This design comes from an exercise in tuning for small area and few clock cycles per item on the open sky130 flow, not from production work.
In this exercise RTL edits were held to simulation tests only and were not proved equivalent to the original.
Power figures rest on the tool's default switching activity, not on a simulated workload.

Setup of run 1:
==> flow/design.v <==
package php_pkg;
    localparam int unsigned MAX_FRAME_DEF = 2048;
    localparam int unsigned RESULT_W = 80;
endpackage
import php_pkg::*;
module packet_header_parser #(
    parameter int unsigned MAX_FRAME = php_pkg::MAX_FRAME_DEF
) (
    input  logic                         aclk,
    input  logic                         aresetn,
    input  logic                         s_axis_tvalid,
    output logic                         s_axis_tready,
    input  logic [7:0]                   s_axis_tdata,
    input  logic                         s_axis_tlast,
    output logic                         m_axis_tvalid,
    input  logic                         m_axis_tready,
    output logic [php_pkg::RESULT_W-1:0] m_axis_tdata
);
    logic pend_reg;    
    logic fresh_reg;   
    logic [11:0] k_reg;         
    logic        ip_reg;        
    logic        arp_reg;       
    logic [3:0]  ver_reg;
    logic [3:0]  ihl_reg;
    logic        big_reg;       
    logic        past_reg;      
    logic        tneg_reg;      
    logic [2:0]  dq_reg;        
    logic [11:0] k_inc;
    logic [10:0] tot_reg;       
    logic [1:0]  pc_reg;        
    logic        ipok_reg;      
    logic [7:0]  acur_reg, aoth_reg;   
    logic        ac_reg;
    logic [7:0]  bcur_reg, both_reg;   
    logic        bc_reg;
    logic [15:0] p2_reg;        
    logic [3:0]  off_reg;
    logic [7:0]  flg_reg;       
    localparam logic [11:0] K_LAST = 12'(MAX_FRAME - 15);    
    logic go;
    assign s_axis_tready = !pend_reg || m_axis_tready;
    assign go            = s_axis_tvalid && s_axis_tready;
    assign m_axis_tvalid = pend_reg;
    logic [3:0] m;
    logic [2:0] d;            
    logic       t_neg;        
    logic       seg_in;       
    logic [7:0] b;
    assign b        = s_axis_tdata;
    assign m        = (ihl_reg < 4'd5) ? 4'd5 : ihl_reg;
    assign t_neg    = tneg_reg;
    assign k_inc    = k_reg + 12'd1;
    assign d        = dq_reg;
    assign seg_in   = !(past_reg || (!big_reg && k_reg[10:0] == tot_reg));
    logic t0, t1, t3, t12;
    assign t0  = !t_neg && d == 3'd0 && k_reg[1:0] == 2'd0;
    assign t1  = !t_neg && d == 3'd0 && k_reg[1:0] == 2'd1;
    assign t3  = !t_neg && d == 3'd0 && k_reg[1:0] == 2'd3;
    assign t12 = !t_neg && d == 3'd3 && k_reg[1:0] == 2'd0;
    logic is_tcp, is_udp, is_icmp;
    assign is_tcp  = (pc_reg == 2'd2);
    assign is_udp  = (pc_reg == 2'd3);
    assign is_icmp = (pc_reg == 2'd1);
    logic t_ge2, t_ge14, t_lt8, t_lt20;
    assign t_ge2   = !t_neg && (d != 3'd0 || k_reg[1]);
    assign t_ge14  = !t_neg && (d > 3'd3 || (d == 3'd3 && k_reg[1]));
    assign t_lt8   = t_neg || d < 3'd2;
    assign t_lt20  = t_neg || d < 3'd5;
    logic       ip_add, t_add;
    logic [7:0] t_opnd;
    logic [8:0] a_sum, b_sum;
    assign ip_add = ip_reg && (k_reg[10:2] < {5'b0, ihl_reg} || k_reg == 12'd0);
    logic       a_add, a_zero;
    assign a_zero = ip_reg && t0;
    assign a_add  = ip_add || (ip_reg && (t0 || (t1 && !is_icmp)))
                 || (arp_reg && (k_reg == 12'd6 || k_reg == 12'd7));
    assign a_sum  = {1'b0, acur_reg & {8{!a_zero}}} + {1'b0, b} + {8'b0, ac_reg && !a_zero};
    always_comb begin
        t_opnd = b;
        t_add  = 1'b0;
        if (ip_reg) begin
            if (k_reg == 12'd1) begin
                t_opnd = {2'b11, ~m, 2'b11};           
                t_add  = 1'b1;
            end else if (k_reg == 12'd2 || k_reg == 12'd3) begin
                t_add = 1'b1;                          
            end else if (k_reg >= 12'd12 && k_reg <= 12'd19) begin
                t_add = 1'b1;                          
            end else if (!t_neg && seg_in) begin
                t_add = 1'b1;                          
            end
        end
    end
    assign b_sum = {1'b0, bcur_reg} + {1'b0, t_opnd} + {8'b0, bc_reg};
    always_ff @(posedge aclk) begin
        if (!aresetn) begin
            pend_reg  <= 1'b0;
            fresh_reg <= 1'b1;
        end else begin
            if (go && s_axis_tlast) pend_reg <= 1'b1;
            else if (m_axis_tready) pend_reg <= 1'b0;
            if (go) fresh_reg <= s_axis_tlast;
        end
    end
    always_ff @(posedge aclk) begin
        if (go && !(ip_reg && t_ge14)) flg_reg <= b;
    end
    always_ff @(posedge aclk) begin
        if (go) begin
            if (fresh_reg) begin
                k_reg    <= 12'hFF3;
                ip_reg   <= 1'b0;
                arp_reg  <= 1'b0;
                ver_reg  <= '0;
                ihl_reg  <= '0;
                pc_reg   <= '0;
                ipok_reg <= 1'b0;
                past_reg <= 1'b0;
                tneg_reg <= 1'b1;
                dq_reg   <= '0;
                acur_reg <= '0;
                aoth_reg <= '0;
                ac_reg   <= 1'b0;
                bcur_reg <= 8'h06;      
                both_reg <= 8'hFF;
                bc_reg   <= 1'b0;
                p2_reg   <= '0;
                off_reg  <= '0;
            end else if (k_reg != K_LAST + 12'd1) begin
                k_reg <= k_inc;
                if (k_reg == 12'hFFF) begin
                    ip_reg  <= ({flg_reg, b} == 16'h0800);
                    arp_reg <= ({flg_reg, b} == 16'h0806);
                end
                if (a_add) begin
                    acur_reg <= aoth_reg & {8{!a_zero}};
                    aoth_reg <= a_sum[7:0];
                    ac_reg   <= a_sum[8];
                end
                if (ip_reg) begin
                    if (k_reg == 12'd0) begin
                        ver_reg <= b[7:4];
                        ihl_reg <= b[3:0];
                    end
                    if (k_reg == 12'd2) begin
                        big_reg       <= |b[7:3];
                        tot_reg[10:8] <= b[2:0];
                    end
                    if (k_reg == 12'd3) tot_reg[7:0] <= b;
                    if (k_reg == 12'd9) begin
                        case (b)
                            8'd1:    pc_reg <= 2'd1;
                            8'd6:    pc_reg <= 2'd2;
                            8'd17:   pc_reg <= 2'd3;
                            default: pc_reg <= 2'd0;
                        endcase
                    end
                    if (ip_add) begin
                        ipok_reg <= (&a_sum[7:0]) && (&aoth_reg[7:1]) && (aoth_reg[0] ^ a_sum[8]);
                    end
                    if (t_add) begin
                        bcur_reg <= both_reg;
                        both_reg <= b_sum[7:0];
                        bc_reg   <= b_sum[8];
                    end
                    if (t3 && pc_reg[1]) p2_reg <= {flg_reg, b};
                    if (t12 && is_tcp) off_reg <= b[7:4];
                    if (!t_neg && !seg_in) past_reg <= 1'b1;
                    if (k_inc[10:2] == {5'b0, m} && k_inc[1:0] == 2'd0) tneg_reg <= 1'b0;
                    if (!t_neg && k_reg[1:0] == 2'd3 && dq_reg != 3'd5) dq_reg <= dq_reg + 3'd1;
                end
            end
        end
    end
    logic trunc;
    always_comb begin
        if (ip_reg) begin
            trunc = t_neg
                 || ((is_icmp || is_udp) && t_lt8)
                 || (is_tcp && (t_lt20 || seg_in));
        end else if (arp_reg) begin
            trunc = k_reg[11] || k_reg < 12'd28;
        end else begin
            trunc = k_reg[11];
        end
        m_axis_tdata        = '0;
        m_axis_tdata[1:0]   = ip_reg ? 2'd0 : arp_reg ? 2'd1 : 2'd2;
        m_axis_tdata[4:2]   = ip_reg ? {pc_reg == 2'd0, pc_reg} : 3'd0;
        m_axis_tdata[8:5]   = ver_reg;
        m_axis_tdata[14:9]  = {ihl_reg, 2'b00};
        m_axis_tdata[15]    = ipok_reg && !trunc;
        m_axis_tdata[16]    = is_tcp && !trunc && (&both_reg) && (&bcur_reg[7:1])
                              && (bcur_reg[0] ^ bc_reg);
        if (pc_reg[1] && t_ge2) m_axis_tdata[32:17] = {acur_reg, aoth_reg};
        m_axis_tdata[48:33] = p2_reg;
        if (is_tcp && t_ge14) m_axis_tdata[56:49] = flg_reg;
        m_axis_tdata[62:57] = {off_reg, 2'b00};
        if ((arp_reg && !k_reg[11] && k_reg >= 12'd8) || (is_icmp && t_ge2))
            m_axis_tdata[78:63] = {acur_reg, aoth_reg};
        m_axis_tdata[79]    = trunc;
    end
endmodule
Settings: LEC_CHECK=0, CAP_MARGIN=20, CORE_MARGIN=2, CORE_UTILIZATION=40, SLEW_MARGIN=20; clock period 7.0 ns.
standard.sh (not shown) runs the stock make flow with config.mk's settings and CLKGATE_MAP_FILE= SYNTH_SCRIPT=/design/flow/synth_recipe.tcl, a recipe that flattens the netlist after the stock synthesis.
==> flow/flow/run.sh <==
#!/bin/bash
# Standard layout, with every port buffered by the smallest buffer and a leaner clock tree.
set -euo pipefail
export BUFFER_PORTS_ARGS="-buffer_cell sky130_fd_sc_hd__buf_1"
export CTS_ARGS="-sink_clustering_enable -repair_clock_nets -buf_list sky130_fd_sc_hd__clkbuf_8 -dont_use_dummy_load -sink_clustering_size 30 -sink_clustering_max_diameter 120"
bash standard.sh > standard.log 2>&1
Testbench counts of run 1, summed over its fixed seeds: cycles 135,206, frames 2,400.
For run 2, these inputs were changed with respect to run 1:
==> flow/flow/run.sh <==
#!/bin/bash
# Standard layout, with every port buffered by the smallest buffer and a leaner clock tree.
set -euo pipefail
export BUFFER_PORTS_ARGS="-buffer_cell sky130_fd_sc_hd__buf_1"
export CTS_ARGS="-sink_clustering_enable -repair_clock_nets -buf_list sky130_fd_sc_hd__clkbuf_8 -dont_use_dummy_load"
export RECOVER_POWER=100
bash standard.sh > standard.log 2>&1
==> comparison <==
Nothing crashed in run 2 and all stages finished; the problem is that the final layout failed, the offending checks being max-capacitance violations, max-slew violations.
There was hardly any difference in power drawn by the combinational cells between run 2 and run 1.
Run 2 vs. run 1: slack of the critical path went down by 510 ps.
Cmp run 2 vs run 1: path length in cells of the critical path lower in run 2
Design area was higher in run 1 than in run 2.
## Diff of input files: run 3 against run 2
==> flow/flow/run.sh <==
#!/bin/bash
# Standard layout, with every port buffered by the smallest buffer and a leaner clock tree.
set -euo pipefail
export BUFFER_PORTS_ARGS="-buffer_cell sky130_fd_sc_hd__buf_1"
export CTS_ARGS="-sink_clustering_enable -repair_clock_nets -buf_list sky130_fd_sc_hd__clkbuf_16 -dont_use_dummy_load -sink_clustering_size 50 -sink_clustering_max_diameter 200"
bash standard.sh > standard.log 2>&1
Results
- Run 2: all stages done; final checks FAILED (max-capacitance violations, max-slew violations).
- Run 3 completed; timing, DRC and antenna clean
- Run 2 ended up with sky130_fd_sc_hd__clkbuf_1 as its slowest cell on the critical path; run 3 ended up with sky130_fd_sc_hd__edfxtp_1.
- Looking at endpoint of the most critical setup path, the p2_reg[0] result is from run 2; the m_axis_tdata[16] one comes from run 3.
- Looking at biggest cell delay along the critical path, run 3 sits below run 2.
- Of the two values seen for class of the most critical setup path, register to register was produced by run 2 and register to output pin by run 3.
- Going from run 2 to run 3, setup slack of the worst register-to-register path increased 1010 ps, aggregate routed wire length decreased 85 µm.


packet_header_parser, a different RTL version from the one above (not shown whole).
Size: roughly 490 cells after synthesis, about 110 flip-flops, ~95 I/O pins, roughly 5700 um2 of cells after synthesis.
## packet_header_parser
module packet_header_parser #(
    parameter int unsigned MAX_FRAME = php_pkg::MAX_FRAME_DEF
) (
    input  logic                         aclk,
    input  logic                         aresetn,
    input  logic                         s_axis_tvalid,
    output logic                         s_axis_tready,
    input  logic [7:0]                   s_axis_tdata,
    input  logic                         s_axis_tlast,
    output logic                         m_axis_tvalid,
    input  logic                         m_axis_tready,
    output logic [php_pkg::RESULT_W-1:0] m_axis_tdata
);
    logic pend_reg;    
    logic fresh_reg;   
    logic [11:0] k_reg;         
    logic        ip_reg;        
    logic        arp_reg;       
    logic [3:0]  ver_reg;
    logic [3:0]  ihl_reg;
    logic        big_reg;       
    logic        past_reg;      
    logic        tneg_reg;      
    logic [2:0]  dq_reg;        
    logic [11:0] k_inc;
    logic [10:0] tot_reg;       
    logic [1:0]  pc_reg;        
    logic        ipok_reg;      
    logic [7:0]  acur_reg, aoth_reg;   
    logic        ac_reg;
    logic [7:0]  bcur_reg, both_reg;   
    logic        bc_reg;
    logic [15:0] p2_reg;        
    logic [3:0]  off_reg;
    logic [7:0]  flg_reg;       
    localparam logic [11:0] K_LAST = 12'(MAX_FRAME - 15);    
  ...
clock: 7.0 ns
lec_check: 0
cap_margin: 20
core_margin: 2
core_utilization: 40
slew_margin: 20
==> flow/flow/run.sh <==
#!/bin/bash
# Standard layout, with every port buffered by the smallest buffer and a leaner clock tree.
set -euo pipefail
export BUFFER_PORTS_ARGS="-buffer_cell sky130_fd_sc_hd__buf_1"
export CTS_ARGS="-sink_clustering_enable -repair_clock_nets -buf_list sky130_fd_sc_hd__clkbuf_8 -dont_use_dummy_load -sink_clustering_size 50 -sink_clustering_max_diameter 300"
bash standard.sh > standard.log 2>&1
The baseline ran to the end with no violations.
Testbench counts at the start, summed over its fixed seeds: cycles 135,206, frames 2,400.
Rerun with:
==> flow/flow/run.sh (replaced) <==
#!/bin/bash
# Standard layout, with every port buffered by the smallest buffer and a leaner clock tree.
set -euo pipefail
export BUFFER_PORTS_ARGS="-buffer_cell sky130_fd_sc_hd__buf_1"
export CTS_ARGS="-sink_clustering_enable -repair_clock_nets -buf_list sky130_fd_sc_hd__clkbuf_8 -dont_use_dummy_load"
bash standard.sh > standard.log 2>&1
=> Power does not change. Synthesized cell count does not change. Wire length is unchanged.

==> what the ideal ports hide <==
The results above use ideal ports. As a check the final layouts listed here were re-extracted and re-timed, cells and wires unchanged.
Step 1 sets driving cells, clkbuf_16 on the clock port and buf_2 on the other inputs (assumed; they add their load-dependent delay and slew).
Step 2 adds t to the input delays and takes it off the output delays; t is the mean of the earliest and latest rising clock arrival at the registers after step 1. Input paths then give back, and output paths get back, about the clock's delay inside the block.
Three values: no drivers, after step 1, after step 2; two values: the first two.
| run | t, ns | setup slack, ns | pins driven straight from the clock port |
|---|---|---|---|
| run 1 | 0.423 | 2.694 / 2.656 / 2.834 | 1 |
| run 2 | 0.419 | 2.181 / 2.181 / 2.181 | 1 |
| run 3 | 0.394 | 2.738 / 2.695 / 2.854 | 1 |
| the first run of note 2 | 0.404 | 1.504 / 1.504 / 1.481 | 1 |
| the second run of note 2 | 0.404 | 1.504 / 1.504 / 1.481 | 1 |
